Background: an optimization exercise with open tools, aiming at small area, a short achievable clock period and few clock cycles per item. Do not read the settings as production practice. Only the layout flow was run in this run; the RTL was not checked for function there. Power figures rest on the tool's default switching activity, not on a simulated workload.

===== design/flow/run.sh =====
#!/bin/bash
# synth_recipe.tcl (not shown) runs the flow's synth.tcl, then flattens the netlist and writes it again
# the make line also repeats each setting of config.mk as NAME=value (left out here)
make -C /OpenROAD-flow-scripts/flow DESIGN_CONFIG=/design/flow/config.mk WORK_HOME=/design/flow/orfs CLKGATE_MAP_FILE= SYNTH_SCRIPT=/design/flow/synth_recipe.tcl finish

===== design/flow/config.mk =====
export PLATFORM = sky130hd
export DESIGN_NAME = process_table_round_robin_scheduler
export DESIGN_NICKNAME = process_table_round_robin_scheduler
export VERILOG_FILES = /design/flow/design.v
export SDC_FILE = /design/flow/constraint.sdc
export NUM_CORES = 4
export LEC_CHECK = 0
export CAP_MARGIN = 20
export CORE_MARGIN = 2
export CORE_UTILIZATION = 40
export SETUP_SLACK_MARGIN = 5
export SLEW_MARGIN = 20

===== design/flow/constraint.sdc =====
create_clock -name core_clock -period 10.0 [get_ports {clk}]
set_input_delay 2.0000 -clock core_clock [delete_from_list [all_inputs] [get_ports {clk}]]
set_output_delay 2.0000 -clock core_clock [all_outputs]
set_load 0.01 [all_outputs]

===== design/flow/design.v =====
`default_nettype none
package prrs_pkg;
    localparam int PID_W                 = 8;
    localparam int PID_RANGE             = 1 << PID_W;
    localparam int TABLE_ENTRIES_DEFAULT = 256;
    localparam int GRP_W  = 16;
    localparam int GRP_N  = PID_RANGE / GRP_W;
    localparam int GRP_IW = $clog2(GRP_W);
    typedef enum logic [1:0] {
        OP_CREATE    = 2'd0,
        OP_TERMINATE = 2'd1,
        OP_SCHEDULE  = 2'd2
    } opcode_t;
    typedef enum logic [2:0] {
        PS_NEW        = 3'd0,
        PS_READY      = 3'd1,
        PS_RUNNING    = 3'd2,
        PS_WAITING    = 3'd3,
        PS_TERMINATED = 3'd4
    } pstate_t;
    typedef enum logic [1:0] {
        RS_DONE     = 2'd0,
        RS_NOCHANGE = 2'd1,
        RS_NONE     = 2'd2
    } status_t;
    typedef struct packed {
        logic [1:0]       opcode;
        logic [PID_W-1:0] pid;
    } req_t;
    typedef struct packed {
        logic [1:0]       status;
        logic [PID_W-1:0] pid_out;
        logic [2:0]       state_out;
    } rsp_t;
    function automatic logic [GRP_IW-1:0] lowest_set(input logic [GRP_W-1:0] v);
        logic [GRP_IW-1:0] r;
        r = '0;
        for (int i = GRP_W - 1; i >= 0; i--)
        begin
            if (v[i])
            begin
                r = GRP_IW'(i);
            end
        end
        lowest_set = r;
    endfunction
    function automatic logic [GRP_W-1:0] first_set(input logic [GRP_W-1:0] v);
        logic [GRP_W-1:0] r;
        logic             seen;
        seen = 1'b0;
        for (int i = 0; i < GRP_W; i++)
        begin
            r[i] = v[i] & !seen;
            seen = seen | v[i];
        end
        first_set = r;
    endfunction
    function automatic logic [GRP_IW-1:0] onehot_idx(input logic [GRP_W-1:0] v);
        logic [GRP_IW-1:0] r;
        r = '0;
        for (int i = 0; i < GRP_W; i++)
        begin
            r = r | (v[i] ? GRP_IW'(i) : GRP_IW'(0));
        end
        onehot_idx = r;
    endfunction
    function automatic logic [GRP_W-1:0] decode(input logic [GRP_IW-1:0] a);
        logic [GRP_W-1:0] r;
        for (int i = 0; i < GRP_W; i++)
        begin
            r[i] = (a == GRP_IW'(i));
        end
        decode = r;
    endfunction
endpackage
`default_nettype wire
`default_nettype none
module prrs_pick (
    input  logic [prrs_pkg::PID_RANGE-1:0] rdy,
    input  logic [prrs_pkg::PID_W-1:0]     rr,
    input  logic                           running,
    output logic                           found,
    output logic [prrs_pkg::PID_W-1:0]     idx
);
    localparam int GW  = prrs_pkg::GRP_W;
    localparam int GN  = prrs_pkg::GRP_N;
    localparam int GIW = prrs_pkg::GRP_IW;
    logic [GN-1:0]  grp_any;
    logic [GIW-1:0] grp_enc [GN];
    logic [GIW-1:0] rh;
    logic [GIW-1:0] rl;
    logic [GN-1:0]  rh_oh;
    logic [GW-1:0]  rl_oh;
    logic [GN-1:0]  rh_gt;
    logic [GN-1:0]  rh_lt;
    logic [GW-1:0]  rl_gt;
    logic [GW-1:0]  rl_lt;
    logic [GW-1:0]  part;
    logic [GW-1:0]  part_hi;
    logic           part_hi_any;
    logic           part_lo_any;
    logic [GN-1:0]  above;
    logic [GN-1:0]  above_fs;
    logic [GN-1:0]  all_fs;
    logic           above_any;
    logic           below_any;
    logic           lo_any;
    logic [GIW-1:0] enc_part;
    logic [GIW-1:0] enc_above;
    logic [GIW-1:0] enc_all;
    logic           self_ok;
    assign rh = rr[prrs_pkg::PID_W-1:GIW];
    assign rl = rr[GIW-1:0];
    always_comb
    begin
        rh_oh = prrs_pkg::decode(rh);
        rl_oh = prrs_pkg::decode(rl);
        for (int g = 0; g < GN; g++)
        begin
            rh_gt[g] = (GIW'(g) > rh);
            rh_lt[g] = (GIW'(g) < rh);
        end
        for (int j = 0; j < GW; j++)
        begin
            rl_gt[j] = (GIW'(j) > rl);
            rl_lt[j] = (GIW'(j) < rl);
        end
        for (int g = 0; g < GN; g++)
        begin
            grp_any[g] = |rdy[g*GW +: GW];
            grp_enc[g] = prrs_pkg::onehot_idx(prrs_pkg::first_set(rdy[g*GW +: GW]));
        end
        part = '0;
        for (int g = 0; g < GN; g++)
        begin
            part = part | (rdy[g*GW +: GW] & {GW{rh_oh[g]}});
        end
        part_hi     = part & rl_gt;
        part_hi_any = |part_hi;
        part_lo_any = |(part & rl_lt);
        self_ok     = |(part & rl_oh) & !running;
        enc_part    = prrs_pkg::onehot_idx(prrs_pkg::first_set(part_hi));
        above     = grp_any & rh_gt;
        above_any = |above;
        below_any = |(grp_any & rh_lt);
        lo_any    = part_lo_any | below_any;
        above_fs  = prrs_pkg::first_set(above);
        all_fs    = prrs_pkg::first_set(grp_any);
        enc_above = '0;
        enc_all   = '0;
        for (int g = 0; g < GN; g++)
        begin
            enc_above = enc_above | (grp_enc[g] & {GIW{above_fs[g]}});
            enc_all   = enc_all   | (grp_enc[g] & {GIW{all_fs[g]}});
        end
        found = part_hi_any | above_any | lo_any | self_ok;
        if (part_hi_any)
            idx = {rh, enc_part};
        else if (above_any)
            idx = {prrs_pkg::onehot_idx(above_fs), enc_above};
        else if (lo_any)
            idx = {prrs_pkg::onehot_idx(all_fs), enc_all};
        else
            idx = rr;
    end
endmodule
`default_nettype wire
`default_nettype none
module process_table_round_robin_scheduler #(
    parameter int TABLE_ENTRIES = prrs_pkg::TABLE_ENTRIES_DEFAULT
) (
    input  logic           clk,
    input  logic           rst_n,
    input  logic           req_valid,
    output logic           req_stall,
    input  prrs_pkg::req_t req,
    output logic           rsp_valid,
    input  logic           rsp_stall,
    output prrs_pkg::rsp_t rsp
);
    localparam int USED = (TABLE_ENTRIES < prrs_pkg::PID_RANGE) ? TABLE_ENTRIES : prrs_pkg::PID_RANGE;
    localparam int PW   = prrs_pkg::PID_W;
    localparam int GW   = prrs_pkg::GRP_W;
    localparam int GN   = prrs_pkg::GRP_N;
    localparam int GIW  = prrs_pkg::GRP_IW;
    logic                 in_valid_reg;
    prrs_pkg::req_t       in_reg;
    logic [USED-1:0]      rdy_reg;
    logic [USED-1:0]      term_reg;
    logic [PW-1:0]        rr_reg;
    logic                 running_reg;
    logic                 rsp_valid_reg;
    prrs_pkg::rsp_t       rsp_reg;
    logic                 sk_valid_reg;
    prrs_pkg::rsp_t       sk_reg;
    logic                 stall_reg;
    logic                 accept;
    logic                 in_range;
    logic                 exec;
    logic                 is_sched;
    logic                 wr;
    logic [GN-1:0]        grp_oh;
    logic [GW-1:0]        ent_oh;
    logic                 term_old;
    logic [prrs_pkg::PID_RANGE-1:0] rdy_pad;
    logic                 found;
    logic [PW-1:0]        pick;
    prrs_pkg::rsp_t       ex_rsp;
    logic                 head_free;
    logic                 in_valid_next;
    logic                 rsp_valid_next;
    logic                 sk_valid_next;
    function automatic prrs_pkg::rsp_t make_rsp(input prrs_pkg::status_t s, input logic [PW-1:0] p,
                                                input prrs_pkg::pstate_t st);
        make_rsp = {s, p, st};
    endfunction
    assign req_stall = stall_reg;
    assign accept    = req_valid && !stall_reg;
    assign head_free = !rsp_valid_reg || !rsp_stall;
    assign exec      = in_valid_reg && (head_free || !sk_valid_reg);
    assign in_range  = (32'(in_reg.pid) < TABLE_ENTRIES);
    assign is_sched  = exec && (in_reg.opcode == prrs_pkg::OP_SCHEDULE);
    assign wr        = exec && !in_reg.opcode[1] && in_range;
    assign grp_oh    = prrs_pkg::decode(in_reg.pid[PW-1:GIW]) & {GN{wr}};
    assign ent_oh    = prrs_pkg::decode(in_reg.pid[GIW-1:0]);
    assign rdy_pad   = prrs_pkg::PID_RANGE'(rdy_reg);
    always_comb
    begin
        logic [GN-1:0] grp_hit;
        for (int g = 0; g < GN; g++)
        begin
            grp_hit[g] = 1'b0;
            for (int j = 0; j < GW; j++)
            begin
                if (g * GW + j < USED)
                begin
                    grp_hit[g] = grp_hit[g] | (ent_oh[j] & term_reg[g * GW + j]);
                end
            end
        end
        term_old = |(grp_hit & prrs_pkg::decode(in_reg.pid[PW-1:GIW])) && in_range;
    end
    prrs_pick u_pick (
        .rdy     (rdy_pad),
        .rr      (rr_reg),
        .running (running_reg),
        .found   (found),
        .idx     (pick)
    );
    always_comb
    begin
        case (in_reg.opcode)
            prrs_pkg::OP_CREATE:
                ex_rsp = in_range ? make_rsp(prrs_pkg::RS_DONE, in_reg.pid, prrs_pkg::PS_READY)
                                  : make_rsp(prrs_pkg::RS_NOCHANGE, in_reg.pid, prrs_pkg::PS_NEW);
            prrs_pkg::OP_TERMINATE:
                ex_rsp = !in_range ? make_rsp(prrs_pkg::RS_NOCHANGE, in_reg.pid, prrs_pkg::PS_NEW)
                       : term_old  ? make_rsp(prrs_pkg::RS_NOCHANGE, in_reg.pid, prrs_pkg::PS_TERMINATED)
                                   : make_rsp(prrs_pkg::RS_DONE, in_reg.pid, prrs_pkg::PS_TERMINATED);
            prrs_pkg::OP_SCHEDULE:
                ex_rsp = found ? make_rsp(prrs_pkg::RS_DONE, pick, prrs_pkg::PS_RUNNING)
                               : make_rsp(prrs_pkg::RS_NONE, '0, prrs_pkg::PS_NEW);
            default:
                ex_rsp = make_rsp(prrs_pkg::RS_NOCHANGE, '0, prrs_pkg::PS_NEW);
        endcase
    end
    always_ff @(posedge clk or negedge rst_n)
    begin
        if (!rst_n)
        begin
            rdy_reg     <= '0;
            term_reg    <= '0;
            rr_reg      <= '0;
            running_reg <= 1'b0;
        end
        else
        begin
            for (int i = 0; i < USED; i++)
            begin
                if (grp_oh[i / GW] && ent_oh[i % GW])
                begin
                    rdy_reg[i]  <= !in_reg.opcode[0];
                    term_reg[i] <= in_reg.opcode[0];
                end
            end
            if (is_sched && found)
            begin
                rr_reg      <= pick;
                running_reg <= 1'b1;
            end
            else if (wr && (in_reg.pid == rr_reg))
            begin
                running_reg <= 1'b0;
            end
        end
    end
    assign in_valid_next = accept || (in_valid_reg && !exec);
    always_ff @(posedge clk)
    begin
        if (accept)
        begin
            in_reg <= req;
        end
    end
    always_comb
    begin
        rsp_valid_next = rsp_valid_reg;
        sk_valid_next  = sk_valid_reg;
        if (head_free)
        begin
            rsp_valid_next = sk_valid_reg || exec;
            sk_valid_next  = sk_valid_reg && exec;
        end
        else if (exec)
        begin
            sk_valid_next = 1'b1;
        end
    end
    always_ff @(posedge clk or negedge rst_n)
    begin
        if (!rst_n)
        begin
            in_valid_reg  <= 1'b0;
            rsp_valid_reg <= 1'b0;
            sk_valid_reg  <= 1'b0;
            stall_reg     <= 1'b0;
        end
        else
        begin
            in_valid_reg  <= in_valid_next;
            rsp_valid_reg <= rsp_valid_next;
            sk_valid_reg  <= sk_valid_next;
            stall_reg     <= in_valid_next && sk_valid_next;
        end
    end
    always_ff @(posedge clk)
    begin
        if (head_free)
        begin
            rsp_reg <= sk_valid_reg ? sk_reg : ex_rsp;
        end
        if ((head_free && sk_valid_reg) || (!head_free && !sk_valid_reg))
        begin
            sk_reg <= ex_rsp;
        end
    end
    assign rsp_valid = rsp_valid_reg;
    assign rsp       = rsp_reg;
endmodule
`default_nettype wire

==> summary.txt <==
status - timing/DRC/antenna clean
CTS tree - built
Setup TNS Final - 0 ns
slowest stage cell on the critical path - sky130_fd_sc_hd__nor4_1
wire length of the first global-routing pass - 204.6 mm
fraction of power spent switching nets - 0.4041
Warnings, synthesis - 3
Slew Limit Headroom - 0.1247
endpoints failing setup - 0
number of antenna violations at the first check in global routing - 8
worst hold-check path type - reg2reg
initial core utilization - 0.4042
fill cell instance count of the final layout - 7578
depth of the CTS H-tree - 3
Avg Cell Area, Syn - 9.007 um^2
Die Span Y - 286.5 um
Post-synth ARST share - 0.9358
floorplan die area - 82100 um^2
post-route fraction of the period consumed by the critical path - 0.5020
TritonCTS Buffers - 66
post-synth net total - 3560
die outline width - 286.5 um
max capacitance violation total - 0
share of final-layout standard cells stronger than drive strength 1 - 0.1281
average detailed-routed wire length per instance - 31.03 um
final weighted congestion in routability-driven placement - 1.093
via count of the first global-routing pass - 28550
clock sink total - 561
slew of the pin with the lowest slew margin - 1.302 ns
number of routed nets with antenna violations - 0
worst IR drop on VDD - 0.0001230 V
post-synthesis sequential area ratio - 0.4453
post-detailed-route via-to-cell ratio - 6.718
maximum number of pins on one net before global-route repair - 234
ys flop type - sky130_fd_sc_hd__dfrtp_1
power density of the placed cells - 228.5 nW/um^2
clock transition at the register clock pins on the worst setup and hold paths after CTS - 0.06 ns
required time of the critical path - 10.32 ns
proportion of power drawn by the clock network - 0.305
number of instances in the synthesized netlist - 3545
design internal power - 0.004859 W
Crit Path Category - reg2reg
clk root buf - sky130_fd_sc_hd__clkbuf_16
commonest non-fill, non-tap cells in the layout - sky130_fd_sc_hd__dfrtp_1, sky130_fd_sc_hd__nand2_1, sky130_fd_sc_hd__o21ai_0
number of nets in the final layout - 3466
io pins - 29
synthesis-stage register bit count - 561
vias - 30610
overall routing resource usage - 0.3386
delay of the slowest cell on the worst path - 0.99 ns
maximum clock frequency - 0.1992 GHz
most frequent CP cell - sky130_fd_sc_hd__a21oi_1
combinational share of power - 0.345
Synth cell types - 103
crit path time final - 5.020 ns
Synth Cell Area - 31930 um^2
global route overflow - 0
number of core rows - 103
Layout Area Growth over Synthesis - 11.79%
Final Max Slew Viols - 0
Post-DP HPWL - 100.3 mm
clk_skew - 0.03137 ns
commonest non-fill, non-tap cell in the layout - sky130_fd_sc_hd__dfrtp_1
Critical Path, Cell by Cell - buf_6 > nand2b_1 > a21oi_1 > nor4_1 > a21oi_1 > nor2b_1 > nand4_1 > or2_0 > or4b_1 > o21ai_1 > o31ai_1
endpoint type of the worst setup path - flip-flop
cts-stage hold buffer count - 0
number of enable-type register cells in the synthesized netlist - 36
static leakage power - 15.20 nW
switching pwr - 0.003296 W
number of DRC markers in iteration 0 - 4781
total core area - 79000 um^2
power consumption - 0.008155 W
Initial DRT Pass Iterations - 6
# DRC - 0
Hold Fails Final Rpt - 0
Reg power frac - 0.351
clock latency of the later-clocked register in the worst-skew pair - 0.62 ns
CP Max Fanout - 42
PortBufs - 28
r2r setup slk - 4.98 ns
kind of launch point of the worst setup path - flip-flop
unrepaired setup endpoints after global routing - yes
total wirelength of the detailed-routed design - 141.4 mm
CP Data Arrival Time - 5.34 ns
CTS max path bufs - 3
[cell usage after synthesis (40+ instances only)]
cell | count | area [um^2]
sky130_fd_sc_hd__clkbuf_1 | 214 | 803.3
sky130_fd_sc_hd__dfrtp_1 | 525 | 13140
sky130_fd_sc_hd__nor4_1 | 78 | 488.0
sky130_fd_sc_hd__nor3_1 | 56 | 280.3
sky130_fd_sc_hd__a31oi_1 | 40 | 250.2
sky130_fd_sc_hd__o31ai_1 | 132 | 991.0
sky130_fd_sc_hd__mux2i_1 | 52 | 520.5
sky130_fd_sc_hd__nand2_1 | 487 | 1828
sky130_fd_sc_hd__mux2_2 | 165 | 1858
sky130_fd_sc_hd__a22oi_1 | 90 | 675.7
sky130_fd_sc_hd__a21oi_1 | 143 | 715.7
sky130_fd_sc_hd__o21ai_0 | 390 | 1952
sky130_fd_sc_hd__nand3_1 | 178 | 890.9
sky130_fd_sc_hd__nor2_1 | 214 | 803.3
sky130_fd_sc_hd__inv_1 | 61 | 229.0
[layout make-up]
class,instances,area [um^2],area share
well taps,1050,1314,0.03680
clock inverters,18,212.7,0.005959
repair buffers,113,1061,0.02972
inverters,67,251.5,0.007045
clock buffers,103,2033,0.05696
diodes,2,5.005,0.0001402
multi-input cells,2642,16590,0.4647
flip-flops and latches,561,14230,0.3987
[critical path: cells and delay by family, from the launching register on]
family	cells	cell delay [ns]
simple gates	6	2.82
compound gates	4	0.79
flops	1	0.66
buf+inv	1	0.39
[cells by family after synthesis]
| logic type | after synthesis | synth area share |
|---|---|---|
| DFF | 561 | 0.4453 |
| xor gates and xnor gates | 8 | 0.002194 |
| and+or+nand+nor | 1299 | 0.2006 |
| AOI/OAI and AO/OA | 1110 | 0.2289 |
| buffers and inverters | 342 | 0.04381 |
| adders and majority gates | 1 | 0.0003918 |
| muxes | 224 | 0.07884 |
[worst paths after layout]
| path | from | endpoint | depth (start not counted) |
|---|---|---|---|
| worst max-delay path | rr_reg[5] | rsp_reg[3] | 11 |
| worst min-delay path | term_reg[83] | term_reg[83] | 2 |
| worst max register to register | rr_reg[5] | rsp_reg[3] | 11 |
| worst min register to register | term_reg[83] | term_reg[83] | 2 |
| max in group asynchronous | rst_n | term_reg[204] | 3 |
| min in group asynchronous | rst_n | term_reg[115] | 1 |
[repair_timing]
item                       4_1_cts  5_1_grt
gates resized for setup         21       20
setup buffers                    2        2
setup endpoints to repair      344       30
[power groups by stage]
| stage | Combinational [W] | Clock [W] | Sequential (W) |
|---|---|---|---|
| floorplan | 0.00169 | 0 | 0.00269 |
| global placement | 0.00257 | 0 | 0.00291 |
| detailed placement | 0.00256 | 0 | 0.00291 |
| CTS | 0.00263 | 0.00252 | 0.00285 |
| global route | 0.00292 | 0.00262 | 0.00287 |
| finish | 0.00281 | 0.00248 | 0.00286 |
[per-layer routing]
layer | track usage | vias up | share of wire
li1 | - | 13170 | -
met1 | 0.4842 | 15260 | 0.42
met2 | 0.4815 | 1811 | 0.41
met3 | 0.08951 | 361 | 0.12
met4 | 0.1427 | 4 | 0.047
met5 | 0 | - | 0.00018
[through the flow]
stage / worst slack (ns) / util / instance area (um^2) / cells / hold slack [ns]
6_report: 4.981 / 0.4518 / 35700 / 4556 / 0.4997
4_1_cts: 5.008 / 0.4499 / 35550 / 4551 / 0.4993
5_1_grt: 4.967 / 0.4518 / 35690 / 4554 / 0.5115
3_5_place_dp: 3.564 / 0.4201 / 33190 / 4428 / 0.4814
2_1_floorplan: 5.680 / - / 31930 / 3545 / 0.4458
3_3_place_gp: 3.655 / 0.4200 / 33180 / 4428 / 0.4822

separate check: timing with driven ports:
The results above use ideal ports. As a check the final layout listed here was re-extracted and re-timed, cells and wires unchanged. Step 1 assumes that a clkbuf_16 drives the clock port and a buf_2 every other input. Step 2 also shifts input and output timing later by t, the mid clock arrival at the registers, as if the neighbouring blocks saw the same clock. a / b / c = ideal ports / drivers / drivers and shift; a / b = the first two.
t (ns): 0.671
setup slack, ns: 4.980 / 4.980 / 4.414
cell pins on the clock port's net: 1
After both steps this run still meets setup and hold. For this run, drivers alone change the setup slack by 0.000 ns; drivers and shift together by -0.566 ns.
